What follows belongs to an exercise in optimizing a design on an open flow for small area; a production flow would make more cautious choices. Where RTL was checked, it was by simulation tests only, not by an equivalence proof against the original. Power figures rest on the tool's default switching activity, not on a simulated workload. The flow treats the clock pin as an ideal source, which a real chip does not have.

the previous run:
==> flow/design.v <==
`default_nettype none
module dcache_top (
  input  logic        CLK,
  input  logic        nRST,
  input  logic        cpu_ren,
  input  logic        cpu_wen,
  input  logic        cpu_halt,
  input  logic [31:0] cpu_addr,
  input  logic [31:0] cpu_store,
  output logic        cpu_hit,
  output logic [31:0] cpu_load,
  output logic        cpu_flushed,
  output logic        mem_ren,
  output logic        mem_wen,
  output logic [31:0] mem_addr,
  output logic [31:0] mem_store,
  input  logic        dwait,
  input  logic [31:0] dload
);
  localparam logic [3:0] IDLE    = 4'b0000;
  localparam logic [3:0] WB0     = 4'b0100;
  localparam logic [3:0] WB1     = 4'b0101;
  localparam logic [3:0] FILL0   = 4'b0010;
  localparam logic [3:0] FILL1   = 4'b0011;
  localparam logic [3:0] FCHK    = 4'b1000;
  localparam logic [3:0] FW0     = 4'b1100;
  localparam logic [3:0] FW1     = 4'b1101;
  localparam logic [3:0] FLUSHED = 4'b1001;
  logic [3:0]  state_q, state_d;
  logic [3:0]  cnt_q, cnt_d;    
  logic        st_flush, st_wen, st_ren, st_second, st_idle;
  assign st_flush  = state_q[3];
  assign st_wen    = state_q[2];
  assign st_ren    = state_q[1];
  assign st_second = state_q[0];
  assign st_idle   = (state_q == IDLE);
  logic [25:0] req_tag;
  logic [2:0]  req_index;
  logic        req_word;
  logic        req;
  assign req_tag   = cpu_addr[31:6];
  assign req_index = cpu_addr[5:3];
  assign req_word  = cpu_addr[2];
  assign req       = cpu_ren | cpu_wen;
  logic [15:0]       valid_q;    
  logic [15:0]       dirty_q;
  logic [15:0][25:0] tag_q;      
  logic [7:0]        lru_q;      
  logic [31:0][31:0] data_q;     
  logic              phase_q;    
  logic              pend_q;     
  logic [3:0]        pend_line_q;
  logic [31:0]       pend_data_q;
  logic [2:0]  idx;
  assign idx = st_flush ? cnt_q[3:1] : req_index;
  function automatic logic sel8(input logic [7:0] x, input logic [7:0] oh);
    sel8 = ((x[0] & oh[0]) | (x[1] & oh[1]) | (x[2] & oh[2])) |
           ((x[3] & oh[3]) | (x[4] & oh[4]) | (x[5] & oh[5])) |
           ((x[6] & oh[6]) | (x[7] & oh[7]));
  endfunction
  logic [7:0]  set_oh;
  logic [7:0]  slot_oh;    
  logic        v0, v1, d0, d1, lru;
  logic [25:0] t0, t1;
  always_comb
  begin
    for (int i = 0; i < 8; i++)
      set_oh[i] = (idx == 3'(i));
    v0  = sel8(valid_q[7:0], set_oh);
    v1  = sel8(valid_q[15:8], set_oh);
    d0  = sel8(dirty_q[7:0], set_oh);
    d1  = sel8(dirty_q[15:8], set_oh);
    lru = sel8(lru_q, set_oh);
    for (int i = 0; i < 8; i++)
      slot_oh[i] = set_oh[{i[2:1], i[0] ^ phase_q}];
    for (int b = 0; b < 26; b++)
    begin
      t0[b] = sel8({tag_q[7][b], tag_q[6][b], tag_q[5][b], tag_q[4][b],
                    tag_q[3][b], tag_q[2][b], tag_q[1][b], tag_q[0][b]}, slot_oh);
      t1[b] = sel8({tag_q[15][b], tag_q[14][b], tag_q[13][b], tag_q[12][b],
                    tag_q[11][b], tag_q[10][b], tag_q[9][b], tag_q[8][b]}, slot_oh);
    end
  end
  logic m0, m1, hit;
  assign m0  = v0 && (t0 == req_tag);
  assign m1  = v1 && (t1 == req_tag);
  assign hit = m0 | m1;
  logic way;
  assign way = st_idle ? m1 : cnt_q[0];
  logic victim_way, need_wb;
  assign victim_way = !v0 ? 1'b0 : !v1 ? 1'b1 : lru;
  assign need_wb    = v0 && v1 && (lru ? d1 : d0);
  logic        rd_word;
  logic [31:0] rd_data;
  assign rd_word = st_wen ? st_second : req_word;
  logic [15:0]          word_oh;
  logic [1:0][5:0][31:0] grp;
  logic [1:0][31:0]     way_data;
  always_comb
  begin
    for (int i = 0; i < 16; i++)
      word_oh[i] = set_oh[i[3:1]] & ((rd_word ^ phase_q) == i[0]);
    for (int w = 0; w < 2; w++)
    begin
      for (int k = 0; k < 6; k++)
      begin
        grp[w][k] = '0;
        for (int j = 0; j < 3; j++)
          if (3 * k + j < 16)
            grp[w][k] = grp[w][k] | (data_q[16 * w + 3 * k + j] & {32{word_oh[3 * k + j]}});
      end
      way_data[w] = (grp[w][0] | grp[w][1]) | (grp[w][2] | grp[w][3]) | (grp[w][4] | grp[w][5]);
    end
  end
  logic fwd;
  assign fwd     = pend_q && pend_line_q == {way, idx} && rd_word == !phase_q;
  assign rd_data = fwd ? pend_data_q : way ? way_data[1] : way_data[0];
  logic [25:0] sel_tag;
  assign sel_tag = cnt_q[0] ? t1 : t0;
  assign cpu_load    = rd_data;
  assign mem_store   = rd_data;
  assign mem_ren     = st_ren;
  assign mem_wen     = st_wen;
  assign cpu_flushed = (state_q == FLUSHED);
  assign mem_addr    = {st_wen ? sel_tag : req_tag, idx,
                        st_wen ? st_second : (req_word ^ st_second), 2'b00};
  logic hit_now;
  assign hit_now = st_idle && req && hit;
  assign cpu_hit = hit_now || (st_ren && st_second && !dwait);
  logic        we;
  logic        wr_word;
  logic [31:0] wr_data;
  assign we      = st_ren || (hit_now && cpu_wen);
  assign wr_word = req_word ^ st_second;
  assign wr_data = (cpu_wen && !st_second) ? cpu_store : dload;
  logic [15:0] line_sel;
  for (genvar l = 0; l < 16; l++)
  begin : g_sel
    assign line_sel[l] = ({way, idx} == 4'(l));
  end
  for (genvar l = 0; l < 16; l++)
  begin : g_line
    always_ff @(posedge CLK, negedge nRST)
    begin
      if (!nRST)
        valid_q[l] <= 1'b0;
      else if (line_sel[l] && we)
        valid_q[l] <= 1'b1;
      else if (line_sel[l] && st_flush)
        valid_q[l] <= 1'b0;
    end
    always_ff @(posedge CLK)
    begin
      if (line_sel[l] && we)
        dirty_q[l] <= cpu_wen;
    end
    logic direct, pending;
    assign direct  = line_sel[l] && we && wr_word != phase_q;
    assign pending = pend_q && pend_line_q == 4'(l);
    always_ff @(posedge CLK)
    begin
      data_q[{l, 1'b1}] <= data_q[{l, 1'b0}];
      if (direct)
        data_q[{l, 1'b0}] <= wr_data;
      else if (pending)
        data_q[{l, 1'b0}] <= pend_data_q;
      else
        data_q[{l, 1'b0}] <= data_q[{l, 1'b1}];
    end
  end
  always_ff @(posedge CLK, negedge nRST)
  begin
    if (!nRST)
    begin
      phase_q <= 1'b0;
      pend_q  <= 1'b0;
    end
    else
    begin
      phase_q <= !phase_q;
      pend_q  <= we && wr_word == phase_q;
    end
  end
  always_ff @(posedge CLK)
  begin
    pend_line_q <= {way, idx};
    pend_data_q <= wr_data;
  end
  for (genvar q = 0; q < 8; q++)
  begin : g_tag
    logic fill_tag;
    assign fill_tag = st_ren && {way, idx[2:1]} == 3'(q) && idx[0] != phase_q;
    always_ff @(posedge CLK)
    begin
      tag_q[{q[2:0], 1'b1}] <= tag_q[{q[2:0], 1'b0}];
      tag_q[{q[2:0], 1'b0}] <= (req_tag & {26{fill_tag}}) | (tag_q[{q[2:0], 1'b1}] & {26{!fill_tag}});
    end
  end
  for (genvar s = 0; s < 8; s++)
  begin : g_lru
    always_ff @(posedge CLK)
    begin
      if (idx == 3'(s) && (hit_now || st_ren))
        lru_q[s] <= !way;
    end
  end
  always_ff @(posedge CLK, negedge nRST)
  begin
    if (!nRST)
      state_q <= IDLE;
    else
      state_q <= state_d;
  end
  always_ff @(posedge CLK)
  begin
    cnt_q <= cnt_d;
  end
  logic line_done;
  assign line_done = (state_q == FCHK && !(cnt_q[0] ? v1 && d1 : v0 && d0))
                  || (state_q == FW1 && !dwait);
  always_comb
  begin
    state_d = state_q;
    cnt_d   = cnt_q;
    case (state_q)
      IDLE:
      begin
        cnt_d = {3'b000, req && victim_way};
        if (req)
        begin
          if (!hit)
            state_d = need_wb ? WB0 : FILL0;
        end
        else if (cpu_halt)
          state_d = FCHK;
      end
      WB0:     if (!dwait) state_d = WB1;
      WB1:     if (!dwait) state_d = FILL0;
      FILL0:   if (!dwait) state_d = FILL1;
      FILL1:   if (!dwait) state_d = IDLE;
      FCHK:    if (!line_done) state_d = FW0;
      FW0:     if (!dwait) state_d = FW1;
      FW1:     ;  
      FLUSHED: state_d = FLUSHED;
      default: state_d = IDLE;
    endcase
    if (line_done)
    begin
      cnt_d   = cnt_q + 4'd1;
      state_d = (cnt_q == 4'd15) ? FLUSHED : FCHK;
    end
  end
endmodule
`default_nettype wire
==> flow/config.mk <==
export PLATFORM = sky130hd
export DESIGN_NAME = dcache_top
export DESIGN_NICKNAME = dcache_top
export VERILOG_FILES = /design/flow/design.v
export SDC_FILE = /design/flow/constraint.sdc
export NUM_CORES = 4
export LEC_CHECK = 0
export ABC_AREA = 1
export CAP_MARGIN = 5
export CORE_MARGIN = 2
export CORE_UTILIZATION = 65
export PLACE_DENSITY = 0.75
export SLEW_MARGIN = 5
==> flow/constraint.sdc <==
create_clock -name core_clock -period 12.0 [get_ports {CLK}]
set_input_delay 2.4000 -clock core_clock [delete_from_list [all_inputs] [get_ports {CLK}]]
set_output_delay 2.4000 -clock core_clock [all_outputs]
set_load 0.01 [all_outputs]
standard.sh (not shown) runs the stock make flow with config.mk's settings and CLKGATE_MAP_FILE= SYNTH_SCRIPT=/design/flow/synth_recipe.tcl, a recipe that flattens the netlist after the stock synthesis.
==> flow/flow/run.sh <==
#!/bin/bash
# Own layout flow: the standard ORFS flow (standard.sh) with two changes to
# synthesis, which otherwise runs synth_recipe.tcl unchanged:
#  - yosys synth also gets -noabc (no generic ABC pass before mapping), so the
#    RTL's and-or structure reaches the final mapping;
#  - the final ABC mapping uses flow/abc_amap.script (area-oriented).
# Extra make variables (port buffer cell, CTS options) come from flow/extra.mk.
# Every tool's output goes to a log of its own in this folder.
set -euo pipefail
W=$PWD
{
  cat <<'TCL'
# map combinational logic with flow/abc_amap.script instead of ORFS's script
proc abc {args} {
  set i [lsearch -exact $args -script]
  if {$i >= 0} { lset args [expr {$i + 1}] $::env(FLOW_ABC_SCRIPT) }
  yosys abc {*}$args
}
TCL
  sed 's/yosys synth -nofsm -noshare /yosys synth -nofsm -noshare -noabc /' synth_recipe.tcl
} > own_synth.tcl
grep -q -- '-nofsm -noshare -noabc' own_synth.tcl
export FLOW_ABC_SCRIPT=$W/flow/abc_amap.script
EXTRA=(SYNTH_SCRIPT=$W/own_synth.tcl)
if [[ -f flow/extra.mk ]]; then
  while read -r line; do [[ -n "$line" ]] && EXTRA+=("$line"); done < flow/extra.mk
fi
bash standard.sh "${EXTRA[@]}" synth > synth.log 2>&1
bash standard.sh "${EXTRA[@]}" finish > layout.log 2>&1
==> flow/flow/abc_amap.script <==
strash
dch
amap
==> flow/flow/extra.mk <==
BUFFER_PORTS_ARGS=-buffer_cell sky130_fd_sc_hd__buf_1
CTS_ARGS=-sink_clustering_enable -repair_clock_nets -dont_use_dummy_load -buf_list sky130_fd_sc_hd__clkbuf_16 -sink_clustering_size 30 -sink_clustering_max_diameter 80
The previous run was carried through to the last stage, and its layout satisfied the timing, design-rule and antenna checks.
For the current run, these inputs were changed with respect to the previous run:
-- flow/design.v --
<<< the previous run, line 45
  logic [15:0]       valid_q;    
  logic [15:0]       dirty_q;
  logic [15:0][25:0] tag_q;      
  logic [7:0]        lru_q;      
  logic [31:0][31:0] data_q;     
>>> the current run, line 45
  logic [15:0]       valid_q;    
  logic [15:0]       dirty_q;
  logic [15:0][25:0] tag_q;
  logic [7:0]        lru_q;      
  logic [31:0][31:0] data_q;     
<<< the previous run, line 60
  endfunction
  logic [7:0]  set_oh;
  logic [7:0]  slot_oh;    
  logic        v0, v1, d0, d1, lru;
  logic [25:0] t0, t1;
>>> the current run, line 60
  endfunction
  logic [7:0]  set_oh;
  logic        v0, v1, d0, d1, lru;
  logic [25:0] t0, t1;
<<< the previous run, line 72
    d1  = sel8(dirty_q[15:8], set_oh);
    lru = sel8(lru_q, set_oh);
    for (int i = 0; i < 8; i++)
      slot_oh[i] = set_oh[{i[2:1], i[0] ^ phase_q}];
    for (int b = 0; b < 26; b++)
    begin
      t0[b] = sel8({tag_q[7][b], tag_q[6][b], tag_q[5][b], tag_q[4][b],
                    tag_q[3][b], tag_q[2][b], tag_q[1][b], tag_q[0][b]}, slot_oh);
      t1[b] = sel8({tag_q[15][b], tag_q[14][b], tag_q[13][b], tag_q[12][b],
                    tag_q[11][b], tag_q[10][b], tag_q[9][b], tag_q[8][b]}, slot_oh);
    end
  end
>>> the current run, line 71
    d1  = sel8(dirty_q[15:8], set_oh);
    lru = sel8(lru_q, set_oh);
    for (int b = 0; b < 26; b++)
    begin
      t0[b] = sel8({tag_q[7][b], tag_q[6][b], tag_q[5][b], tag_q[4][b],
                    tag_q[3][b], tag_q[2][b], tag_q[1][b], tag_q[0][b]}, set_oh);
      t1[b] = sel8({tag_q[15][b], tag_q[14][b], tag_q[13][b], tag_q[12][b],
                    tag_q[11][b], tag_q[10][b], tag_q[9][b], tag_q[8][b]}, set_oh);
    end
  end
<<< the previous run, line 153
    begin
      if (line_sel[l] && we)
        dirty_q[l] <= cpu_wen;
    end
    logic direct, pending;
>>> the current run, line 150
    begin
      if (line_sel[l] && we)
      begin
        dirty_q[l] <= cpu_wen;
        tag_q[l]   <= req_tag;
      end
    end
    logic direct, pending;
<<< the previous run, line 186
    pend_line_q <= {way, idx};
    pend_data_q <= wr_data;
  end
  for (genvar q = 0; q < 8; q++)
  begin : g_tag
    logic fill_tag;
    assign fill_tag = st_ren && {way, idx[2:1]} == 3'(q) && idx[0] != phase_q;
    always_ff @(posedge CLK)
    begin
      tag_q[{q[2:0], 1'b1}] <= tag_q[{q[2:0], 1'b0}];
      tag_q[{q[2:0], 1'b0}] <= (req_tag & {26{fill_tag}}) | (tag_q[{q[2:0], 1'b1}] & {26{!fill_tag}});
    end
  end
  for (genvar s = 0; s < 8; s++)
>>> the current run, line 186
    pend_line_q <= {way, idx};
    pend_data_q <= wr_data;
  end
  for (genvar s = 0; s < 8; s++)
### Flow results
- In the metrics for the previous run and the current run, the one carrying the higher combinational power share is the previous run.
- Compared with the previous run, total number of cells along the worst setup path in the current run decreased by a few percent.
- Arrival time at the worst endpoint in the current run is 0.27 ns higher than in the previous run
- Taking the previous run as the reference point, the met2 track demand over resource in global routing of the current run falls by 3.1 points.
- The current run: post-detailed-route via-to-cell ratio higher than the previous run
No run of this note included a check of the RTL's function; only the layout flow was run.


job 9163:
dcache_top, a different RTL version from the one above (not shown whole).
Size in the first run: roughly 2900 cells after synthesis, ~1500 flip-flops, about 200 I/O pins, ~54000 µm² of cells after synthesis.
==> module dcache_top, before the edit <==
module dcache_top (
  input  logic        CLK,
  input  logic        nRST,
  input  logic        cpu_ren,
  input  logic        cpu_wen,
  input  logic        cpu_halt,
  input  logic [31:0] cpu_addr,
  input  logic [31:0] cpu_store,
  output logic        cpu_hit,
  output logic [31:0] cpu_load,
  output logic        cpu_flushed,
  output logic        mem_ren,
  output logic        mem_wen,
  output logic [31:0] mem_addr,
  output logic [31:0] mem_store,
  input  logic        dwait,
  input  logic [31:0] dload
);
  localparam logic [3:0] IDLE    = 4'b0000;
  localparam logic [3:0] WB0     = 4'b0100;
  localparam logic [3:0] WB1     = 4'b0101;
  localparam logic [3:0] FILL0   = 4'b0010;
  localparam logic [3:0] FILL1   = 4'b0011;
  localparam logic [3:0] FCHK    = 4'b1000;
  localparam logic [3:0] FW0     = 4'b1100;
  localparam logic [3:0] FW1     = 4'b1101;
  localparam logic [3:0] FLUSHED = 4'b1001;
  logic [3:0]  state_q, state_d;
  logic [3:0]  cnt_q, cnt_d;    
  logic        st_flush, st_wen, st_ren, st_second, st_idle;
  assign st_flush  = state_q[3];
  assign st_wen    = state_q[2];
  assign st_ren    = state_q[1];
  assign st_second = state_q[0];
  assign st_idle   = (state_q == IDLE);
  logic [25:0] req_tag;
  logic [2:0]  req_index;
  logic        req_word;
  logic        req;
  assign req_tag   = cpu_addr[31:6];
  assign req_index = cpu_addr[5:3];
  assign req_word  = cpu_addr[2];
  assign req       = cpu_ren | cpu_wen;
  logic [15:0]       valid_q;    
  logic [15:0]       dirty_q;
  logic [15:0][25:0] tag_q;
  logic [7:0]        lru_q;      
  logic [31:0][31:0] data_q;     
  logic [2:0]  idx;
  assign idx = st_flush ? cnt_q[3:1] : req_index;
  logic [7:0]  set_oh;
  logic        v0, v1, d0, d1, lru;
  logic [25:0] t0, t1;
  always_comb
  begin
    for (int i = 0; i < 8; i++)
      set_oh[i] = (idx == 3'(i));
    v0 = 1'b0; v1 = 1'b0; d0 = 1'b0; d1 = 1'b0; lru = 1'b0;
    t0 = '0;   t1 = '0;
    for (int i = 0; i < 8; i++)
    begin
      v0  = v0  | (valid_q[i]     & set_oh[i]);
      v1  = v1  | (valid_q[8 + i] & set_oh[i]);
      d0  = d0  | (dirty_q[i]     & set_oh[i]);
      d1  = d1  | (dirty_q[8 + i] & set_oh[i]);
      lru = lru | (lru_q[i]       & set_oh[i]);
      t0  = t0  | (tag_q[i]       & {26{set_oh[i]}});
      t1  = t1  | (tag_q[8 + i]   & {26{set_oh[i]}});
    end
  end
  logic m0, m1, hit;
  assign m0  = v0 && (t0 == req_tag);
  assign m1  = v1 && (t1 == req_tag);
  assign hit = m0 | m1;
  logic way;
  assign way = st_idle ? m1 : cnt_q[0];
  logic victim_way, need_wb;
  assign victim_way = !v0 ? 1'b0 : !v1 ? 1'b1 : lru;
  assign need_wb    = v0 && v1 && (lru ? d1 : d0);
  logic        rd_word;
  logic [31:0] rd_data;
  assign rd_word = st_wen ? st_second : req_word;
  logic [3:0]        col_oh;
  logic [31:0]       word_oh;
  logic [10:0][31:0] grp;
  always_comb
  begin
    for (int c = 0; c < 4; c++)
      col_oh[c] = ({way, rd_word} == 2'(c));
    for (int i = 0; i < 32; i++)
      word_oh[i] = set_oh[i[3:1]] & col_oh[{i[4], i[0]}];
    for (int k = 0; k < 11; k++)
    begin
      grp[k] = '0;
      for (int j = 0; j < 3; j++)
        if (3 * k + j < 32)
          grp[k] = grp[k] | (data_q[3 * k + j] & {32{word_oh[3 * k + j]}});
    end
  end
  assign rd_data = ((grp[0] | grp[1]) | (grp[2] | grp[3])) |
                   ((grp[4] | grp[5]) | (grp[6] | grp[7])) |
                   ((grp[8] | grp[9]) | grp[10]);
  logic [25:0] sel_tag;
  assign sel_tag = cnt_q[0] ? t1 : t0;
  assign cpu_load    = rd_data;
  assign mem_store   = rd_data;
  assign mem_ren     = st_ren;
  assign mem_wen     = st_wen;
  assign cpu_flushed = (state_q == FLUSHED);
  assign mem_addr    = {st_wen ? sel_tag : req_tag, idx,
                        st_wen ? st_second : (req_word ^ st_second), 2'b00};
  logic hit_now;
  assign hit_now = st_idle && req && hit;
  assign cpu_hit = hit_now || (st_ren && st_second && !dwait);
  logic        we;
  logic        wr_word;
  logic [31:0] wr_data;
  assign we      = st_ren || (hit_now && cpu_wen);
  assign wr_word = req_word ^ st_second;
  assign wr_data = (cpu_wen && !st_second) ? cpu_store : dload;
  logic [15:0] line_sel;
  for (genvar l = 0; l < 16; l++)
  begin : g_sel
    assign line_sel[l] = ({way, idx} == 4'(l));
  end
  for (genvar l = 0; l < 16; l++)
  begin : g_line
    always_ff @(posedge CLK, negedge nRST)
    begin
      if (!nRST)
        valid_q[l] <= 1'b0;
      else if (line_sel[l] && we)
        valid_q[l] <= 1'b1;
      else if (line_sel[l] && st_flush)
        valid_q[l] <= 1'b0;
    end
    always_ff @(posedge CLK)
    begin
      if (line_sel[l] && we)
      begin
        dirty_q[l] <= cpu_wen;
        tag_q[l]   <= req_tag;
      end
    end
    for (genvar w = 0; w < 2; w++)
    begin : g_word
      always_ff @(posedge CLK)
      begin
        if (line_sel[l] && we && wr_word == 1'(w))
          data_q[{l, 1'(w)}] <= wr_data;
      end
    end
  end
  for (genvar s = 0; s < 8; s++)
  begin : g_lru
    always_ff @(posedge CLK)
    begin
      if (idx == 3'(s) && (hit_now || st_ren))
        lru_q[s] <= !way;
    end
  end
  always_ff @(posedge CLK, negedge nRST)
  begin
    if (!nRST)
      state_q <= IDLE;
    else
      state_q <= state_d;
  end
  always_ff @(posedge CLK)
  begin
    cnt_q <= cnt_d;
  end
  logic line_done;
  assign line_done = (state_q == FCHK && !(cnt_q[0] ? v1 && d1 : v0 && d0))
                  || (state_q == FW1 && !dwait);
  always_comb
  begin
    state_d = state_q;
    cnt_d   = cnt_q;
    case (state_q)
      IDLE:
      begin
        cnt_d = {3'b000, req && victim_way};
        if (req)
        begin
          if (!hit)
            state_d = need_wb ? WB0 : FILL0;
        end
        else if (cpu_halt)
          state_d = FCHK;
      end
      WB0:     if (!dwait) state_d = WB1;
      WB1:     if (!dwait) state_d = FILL0;
      FILL0:   if (!dwait) state_d = FILL1;
      FILL1:   if (!dwait) state_d = IDLE;
      FCHK:    if (!line_done) state_d = FW0;
      FW0:     if (!dwait) state_d = FW1;
      FW1:     ;  
      FLUSHED: state_d = FLUSHED;
      default: state_d = IDLE;
    endcase
    if (line_done)
    begin
      cnt_d   = cnt_q + 4'd1;
      state_d = (cnt_q == 4'd15) ? FLUSHED : FCHK;
    end
  end
endmodule
clock: 12.0 ns
lec_check: 0
abc_area: 1
cap_margin: 5
core_margin: 2
core_utilization: 65
place_density: 0.75
slew_margin: 5
==> flow/flow/abc_amap.script <==
strash
dch -f
amap
==> flow/flow/extra.mk <==
BUFFER_PORTS_ARGS=-buffer_cell sky130_fd_sc_hd__buf_1
CTS_ARGS=-sink_clustering_enable -repair_clock_nets -dont_use_dummy_load -buf_list sky130_fd_sc_hd__clkbuf_8 -sink_clustering_size 16 -sink_clustering_max_diameter 60
Scripts as last shown in full above: flow/flow/run.sh
Input-level comparison between job 2159 and job 9163:
diff --git a/flow/design.v b/flow/design.v
--- a/flow/design.v
+++ b/flow/design.v
@@ -80,28 +80,28 @@
   assign need_wb    = v0 && v1 && (lru ? d1 : d0);
   logic        rd_word;
   logic [31:0] rd_data;
   assign rd_word = st_wen ? st_second : req_word;
-  logic [3:0]        col_oh;
-  logic [31:0]       word_oh;
-  logic [10:0][31:0] grp;
+  logic [15:0]          word_oh;
+  logic [1:0][5:0][31:0] grp;
+  logic [1:0][31:0]     way_data;
   always_comb
   begin
-    for (int c = 0; c < 4; c++)
-      col_oh[c] = ({way, rd_word} == 2'(c));
-    for (int i = 0; i < 32; i++)
-      word_oh[i] = set_oh[i[3:1]] & col_oh[{i[4], i[0]}];
-    for (int k = 0; k < 11; k++)
-    begin
-      grp[k] = '0;
-      for (int j = 0; j < 3; j++)
-        if (3 * k + j < 32)
-          grp[k] = grp[k] | (data_q[3 * k + j] & {32{word_oh[3 * k + j]}});
-    end
-  end
-  assign rd_data = ((grp[0] | grp[1]) | (grp[2] | grp[3])) |
-                   ((grp[4] | grp[5]) | (grp[6] | grp[7])) |
-                   ((grp[8] | grp[9]) | grp[10]);
+    for (int i = 0; i < 16; i++)
+      word_oh[i] = set_oh[i[3:1]] & (rd_word == i[0]);
+    for (int w = 0; w < 2; w++)
+    begin
+      for (int k = 0; k < 6; k++)
+      begin
+        grp[w][k] = '0;
+        for (int j = 0; j < 3; j++)
+          if (3 * k + j < 16)
+            grp[w][k] = grp[w][k] | (data_q[16 * w + 3 * k + j] & {32{word_oh[3 * k + j]}});
+      end
+      way_data[w] = (grp[w][0] | grp[w][1]) | (grp[w][2] | grp[w][3]) | (grp[w][4] | grp[w][5]);
+    end
+  end
+  assign rd_data = way ? way_data[1] : way_data[0];
   logic [25:0] sel_tag;
   assign sel_tag = cnt_q[0] ? t1 : t0;
   assign cpu_load    = rd_data;
   assign mem_store   = rd_data;
Job 2159 and job 9163 all finish clean.
In the reports for job 2159 and job 9163, the smaller number of inserted filler cells in the final layout belongs to job 2159.
[compare] base=job 9163 new=job 2159: met3 routing resource usage after global routing moved up, final cell count level, via count of the first global-routing pass moved up, post-route cell area moved up.
On job 2159: reg-to-reg setup timing slack is 0.77 ns lower than what job 9163 gave.
Status: final hold slack parity (job 9163, job 2159)
No functional check of the RTL was part of job 2159.

[what the ideal ports hide]
Ports are ideal in the flow. The routed layouts listed here were re-timed in OpenROAD.
Step 1: set_driving_cell puts a clkbuf_16 on CLK and a buf_2 on each other input, an assumption about the parent block.
Step 2 times the ports against the registers' clock, not the clock port: input delays grow and output delays shrink by t, the midpoint of the rising clock arrivals with the driver on.
Three values: ideal, step 1, step 2; two values: the first two.
run	t, ns	setup slack, ns	hold WS [ns]	clock arrival spread, ns
the previous run	0.744	0.740 / 0.712 / 0.712	0.317 / 0.317 / 0.317	0.064 / 0.065
the current run	0.740	0.468 / 0.444 / 0.444	0.290 / 0.290 / 0.290	0.067 / 0.067
job 9163	0.793	0.251 / 0.229 / 0.229	0.542 / 0.542 / 0.542	0.074 / 0.073
job 2159	0.782	1.023 / 1.001 / 1.001	0.540 / 0.540 / 0.540	0.101 / 0.101
After both steps setup and hold are still met in every run listed. The setup slack of the previous run, which loses most, moves by -0.028 ns with the drivers and by -0.028 ns with both steps.
